Background: an optimization exercise with open tools, aiming at small area. Do not read the settings as production practice.
In this exercise RTL edits were held to simulation tests only and were not proved equivalent to the original.
Power and IR drop assume default switching activity.

## alpha
==> flow/design.v <==
`default_nettype none
module sigmoid_sweep_harness (
  input  wire         clk,
  input  wire         rst,
  input  wire         start,
  input  wire [15:0]  base,
  input  wire [15:0]  step,
  input  wire [8:0]   count,
  output logic        dut_valid_in,
  output logic [15:0] dut_data_in,
  input  wire         dut_valid_out,
  input  wire [15:0]  dut_data_out,
  input  wire [7:0]   rd_addr,
  output logic [15:0] rd_data,
  output logic        busy,
  output logic        done,
  output logic        timeout_err,
  output logic [8:0]  n_captured
);
  localparam int NR = 64;    
  localparam int S  = 4;     
  logic [1:0]  r_state;
  logic [15:0] r_step;
  logic [7:0]  r_lenm1;           
  logic        r_last;            
  logic [5:0]  r_timer;
  localparam logic [1:0] IDLE = 2'd0, WAIT_HI = 2'd1, WAIT_LO = 2'd2;
  wire w_wr  = (r_state == WAIT_HI) && dut_valid_out;
  wire w_tmo = (r_timer == 6'd63);
  always_ff @(posedge clk or posedge rst) begin
    if (rst) begin
      r_state      <= IDLE;
      r_timer      <= '0;
      dut_valid_in <= 1'b0;
      dut_data_in  <= '0;
      busy         <= 1'b0;
      done         <= 1'b0;
      timeout_err  <= 1'b0;
      n_captured   <= '0;
    end else begin
      case (r_state)
        IDLE: begin
          if (start) begin
            done        <= (count == '0);
            timeout_err <= 1'b0;
            n_captured  <= '0;
            if (count != '0) begin
              r_timer      <= '0;
              dut_data_in  <= base;
              dut_valid_in <= 1'b1;
              busy         <= 1'b1;
              r_state      <= WAIT_HI;
            end
          end
        end
        WAIT_HI: begin
          if (dut_valid_out) begin
            n_captured   <= n_captured + 9'd1;
            dut_valid_in <= 1'b0;
            r_timer      <= '0;
            r_state      <= WAIT_LO;
          end else if (w_tmo) begin
            timeout_err  <= 1'b1;
            done         <= 1'b1;
            busy         <= 1'b0;
            dut_valid_in <= 1'b0;
            r_state      <= IDLE;
          end else begin
            r_timer <= r_timer + 6'd1;
          end
        end
        WAIT_LO: begin
          if (!dut_valid_out) begin
            r_timer <= '0;
            if (r_last) begin
              busy    <= 1'b0;
              done    <= 1'b1;
              r_state <= IDLE;
            end else begin
              dut_data_in  <= dut_data_in + r_step;
              dut_valid_in <= 1'b1;
              r_state      <= WAIT_HI;
            end
          end else if (w_tmo) begin
            timeout_err  <= 1'b1;
            done         <= 1'b1;
            busy         <= 1'b0;
            dut_valid_in <= 1'b0;
            r_state      <= IDLE;
          end else begin
            r_timer <= r_timer + 6'd1;
          end
        end
        default: r_state <= IDLE;
      endcase
    end
  end
  always_ff @(posedge clk) begin
    if (r_state == IDLE && start) begin
      r_step  <= step;
      r_lenm1 <= (count[8] || count == '0) ? 8'hff : 8'(count - 9'd1);
    end
    if (w_wr) r_last <= (n_captured[7:0] == r_lenm1);
  end
  logic [1:0]  r_ph;                  
  logic        r_lap;                 
  logic [15:0] r_w0;                  
  logic [15:0] r_ring [NR*S];         
  always_ff @(posedge clk or posedge rst) begin
    if (rst) begin
      r_ph  <= '0;
      r_lap <= 1'b0;
    end else begin
      r_ph  <= r_ph + 2'd1;
      if (r_ph == 2'd3) r_lap <= !r_lap;
    end
  end
  wire [7:0] w_wa  = n_captured[7:0];           
  wire       w_wr0 = w_wr && (w_wa == 8'd0);
  wire       w_req = w_wr && (w_wa != 8'd0);
  always_ff @(posedge clk) begin
    if (w_wr0) r_w0 <= dut_data_out;
  end
  logic [1:0]  f_v;
  logic        f_wp, f_hp;
  logic [7:0]  f_addr [2];
  logic [15:0] f_data [2];
  wire       w_hv    = f_v[f_hp];
  wire [7:0] w_haddr = f_addr[f_hp];
  wire       w_land  = w_hv && (w_haddr[1:0] == r_ph);
  wire       w_dir   = w_req && !w_hv && (w_wa[1:0] == r_ph);
  wire       w_push  = w_req && !w_dir;
  wire       w_pv    = w_land || w_dir;
  wire [5:0] w_pring = w_land ? w_haddr[7:2] : w_wa[7:2];
  wire [15:0] w_bus  = w_land ? f_data[f_hp] : dut_data_out;
  wire        w_wpol = r_lap ^ (r_ph == 2'd3);
  wire [15:0] w_busx = ~(w_bus ^ {16{w_wpol}});
  always_ff @(posedge clk or posedge rst) begin
    if (rst) begin
      f_v  <= '0;
      f_wp <= 1'b0;
      f_hp <= 1'b0;
    end else begin
      if (w_land) begin
        f_v[f_hp] <= 1'b0;
        f_hp      <= !f_hp;
      end
      if (w_push) begin
        f_v[f_wp] <= 1'b1;
        f_wp      <= !f_wp;
      end
    end
  end
  always_ff @(posedge clk) begin
    if (w_push) begin
      f_addr[f_wp] <= w_wa;
      f_data[f_wp] <= dut_data_out;
    end
  end
  logic [7:0] w_phi, w_plo;
  always_comb begin
    integer i;
    for (i = 0; i < 8; i = i + 1) begin
      w_phi[i] = w_pv && (w_pring[5:3] == i[2:0]);
      w_plo[i] = (w_pring[2:0] == i[2:0]);
    end
  end
  for (genvar r = 0; r < NR; r++) begin : g_ring
    wire w_pe, w_pen;
    ssh_and2  u_pe  (.a(w_phi[r / 8]), .b(w_plo[r % 8]), .y(w_pe));
    ssh_nand2 u_pen (.a(w_phi[r / 8]), .b(w_plo[r % 8]), .y(w_pen));
    wire [15:0] w_in;
    for (genvar b = 0; b < 16; b++) begin : g_port
      ssh_o22ai u_port (.a1(w_pen), .a2(w_busx[b]), .b1(w_pe), .b2(r_ring[r*S][b]),
                        .y(w_in[b]));
    end
    for (genvar q = 0; q < S - 1; q++) begin : g_pos
      always_ff @(posedge clk) r_ring[r*S + q] <= r_ring[r*S + q + 1];
    end
    always_ff @(posedge clk) r_ring[r*S + S - 1] <= w_in;
  end
  wire       w_r0 = (rd_addr == 8'd0);
  wire [1:0] w_rq = rd_addr[1:0] - r_ph;        
  wire w_m0 = f_v[0] && (f_addr[0] == rd_addr);
  wire w_m1 = f_v[1] && (f_addr[1] == rd_addr);
  logic [7:0]         w_rhi, w_rlo;
  logic [S-1:0]       w_qhot;
  wire  [NR*S-1:0]    w_sel;
  logic [16*NR*S-1:0] w_src;
  always_comb begin
    integer i;
    for (i = 0; i < 8; i = i + 1) begin
      w_rhi[i] = (rd_addr[7:5] == i[2:0]);
      w_rlo[i] = (rd_addr[4:2] == i[2:0]);
    end
    for (i = 0; i < S; i = i + 1)  w_qhot[i] = (w_rq == i[1:0]);
    for (i = 0; i < NR*S; i = i + 1) w_src[16*i +: 16] = r_ring[i];
  end
  for (genvar r = 0; r < NR; r++) begin : g_dec
    for (genvar q = 0; q < S; q++) begin : g_q
      ssh_and3 u (.a(w_rhi[r / 8]), .b(w_rlo[r % 8]), .c(w_qhot[q]), .y(w_sel[r*S + q]));
    end
  end
  wire [2:0] w_tor [16];                      
  for (genvar b = 0; b < 16; b++) begin : g_tree
    wire [85:0] g;
    wire [21:0] h;
    wire [10:0] k;
    wire [2:0]  m;
    for (genvar i = 0; i < 85; i++) begin : g_l1
      ssh_aoi222 u (
        .a0(w_sel[3*i]),     .b0(w_src[16*(3*i) + b]),
        .a1(w_sel[3*i + 1]), .b1(w_src[16*(3*i + 1) + b]),
        .a2(w_sel[3*i + 2]), .b2(w_src[16*(3*i + 2) + b]),
        .y(g[i]));
    end
    ssh_nand2 u_l1b (.a(w_sel[255]), .b(w_src[16*255 + b]), .y(g[85]));
    for (genvar i = 0; i < 21; i++) begin : g_l2
      ssh_nand4 u (.a(g[4*i]), .b(g[4*i + 1]), .c(g[4*i + 2]), .d(g[4*i + 3]), .y(h[i]));
    end
    ssh_nand2 u_l2b (.a(g[84]), .b(g[85]), .y(h[21]));
    for (genvar i = 0; i < 11; i++) begin : g_l3
      ssh_nor2 u (.a(h[2*i]), .b(h[2*i + 1]), .y(k[i]));
    end
    ssh_nand4 u_l4a (.a(k[0]), .b(k[1]), .c(k[2]), .d(k[3]), .y(m[0]));
    ssh_nand4 u_l4b (.a(k[4]), .b(k[5]), .c(k[6]), .d(k[7]), .y(m[1]));
    ssh_nand3 u_l4c (.a(k[8]), .b(k[9]), .c(k[10]), .y(m[2]));
    assign w_tor[b] = m;
  end
  wire w_rpol = r_lap ^ (rd_addr[1:0] < r_ph) ^ (rd_addr[1:0] != 2'd3);
  always_ff @(posedge clk or posedge rst) begin
    if (rst)       rd_data <= '0;
    else if (w_m0) rd_data <= f_data[0];
    else if (w_m1) rd_data <= f_data[1];
    else if (w_r0) rd_data <= r_w0;
    else begin
      for (int b = 0; b < 16; b++) rd_data[b] <= (|w_tor[b]) ^ w_rpol;
    end
  end
endmodule
module ssh_nand4 (input wire a, b, c, d, output wire y);
  assign y = ~(a & b & c & d);
endmodule
module ssh_nand3 (input wire a, b, c, output wire y);
  assign y = ~(a & b & c);
endmodule
module ssh_and3 (input wire a, b, c, output wire y);
  assign y = a & b & c;
endmodule
module ssh_and2 (input wire a, b, output wire y);
  assign y = a & b;
endmodule
module ssh_nand2 (input wire a, b, output wire y);
  assign y = ~(a & b);
endmodule
module ssh_nor2 (input wire a, b, output wire y);
  assign y = ~(a | b);
endmodule
module ssh_o22ai (input wire a1, a2, b1, b2, output wire y);
  assign y = ~((a1 | a2) & (b1 | b2));
endmodule
module ssh_aoi222 (input wire a0, b0, a1, b1, a2, b2, output wire y);
  assign y = ~((a0 & b0) | (a1 & b1) | (a2 & b2));
endmodule
`default_nettype wire
export LEC_CHECK = 0
export CAP_MARGIN = 20
export CORE_MARGIN = 2
export CORE_UTILIZATION = 60
export CTS_BUF_LIST = sky130_fd_sc_hd__clkbuf_16
export CTS_CLUSTER_DIAMETER = 60
export CTS_CLUSTER_SIZE = 28
export GPL_TIMING_DRIVEN = 0
export PLACE_DENSITY = 0.7
export SETUP_SLACK_MARGIN = 0.35
export SLEW_MARGIN = 20
export SYNTH_HIERARCHICAL = 1
export SYNTH_MINIMUM_KEEP_SIZE = 0
create_clock -name core_clock -period 6.0 [get_ports {clk}]
run.sh (not shown) runs the stock make flow with config.mk's settings and CLKGATE_MAP_FILE= SYNTH_SCRIPT=/design/flow/synth_recipe.tcl, a recipe that flattens the netlist after the stock synthesis.
### alpha -> beta
- CORE_UTILIZATION now 65, was 60
- SETUP_SLACK_MARGIN now 0.3, was 0.35
- PLACE_DENSITY now 0.75, was 0.7
Notes after the runs:
- Final-layout non-clock buffer area share across alpha and beta: no real change.
- As far as number of signal-net inverters in the final layout is concerned, beta and alpha perform about the same.
- Diff alpha -> beta: multi-input gate share of the layout cell area essentially unchanged; part of the total power dissipated in the clock network fell 0.4 points; count of placed standard cells in the final layout, fillers left out fell by 1.7%; proportion of total power due to net switching held steady.
Input-level comparison between gamma and beta:
- CORE_UTILIZATION: 65 -> 60
- PLACE_DENSITY: 0.75 -> 0.7
- SETUP_SLACK_MARGIN: 0.3 -> 0.2
- Area after synthesis: gamma vs beta identical
- gamma: routed length per instance is about 2% lower than what beta reported.
- Sum of routed wire length over all layers of beta is on par with gamma.
- beta -> gamma: number of max-capacitance violations reported flat
- Relative to beta, the core utilization of the finished layout of gamma is lower by 5.8 points.
- gamma against beta: cell area was more or less identical, area of the core went up by 8.9%, worst hold slack went down by 9.7 ps.
- gamma vs. beta: sequential share of layout area now smaller; clock power now sits at about the same level; largest fanout of any net on the critical path down 18.

[re-timing with driven ports]
Ports are ideal in the flow. The routed layouts listed here were re-timed in OpenROAD. Step 1, drivers: a clkbuf_16 drives clk and a buf_2 each remaining input, both assumed. Step 2 times the ports against the registers' clock, not the clock port: input delays grow and output delays shrink by t, the midpoint of the rising clock arrivals with the driver on. Three values: ideal, step 1, step 2; two values: the first two.
run | t (ns) | setup WS [ns] | worst register clock-pin slew, ns
alpha | 0.959 | 0.248 / 0.189 / -0.770 | 0.11 / 0.11
beta | 0.956 | 0.159 / 0.056 / -0.900 | 0.11 / 0.11
gamma | 0.948 | 0.159 / 0.119 / -0.829 | 0.11 / 0.11
With both steps, setup timing fails in every run listed, where it was met with ideal ports. The setup slack of beta, which loses most, moves by -0.103 ns with the drivers and by -1.059 ns with both steps.
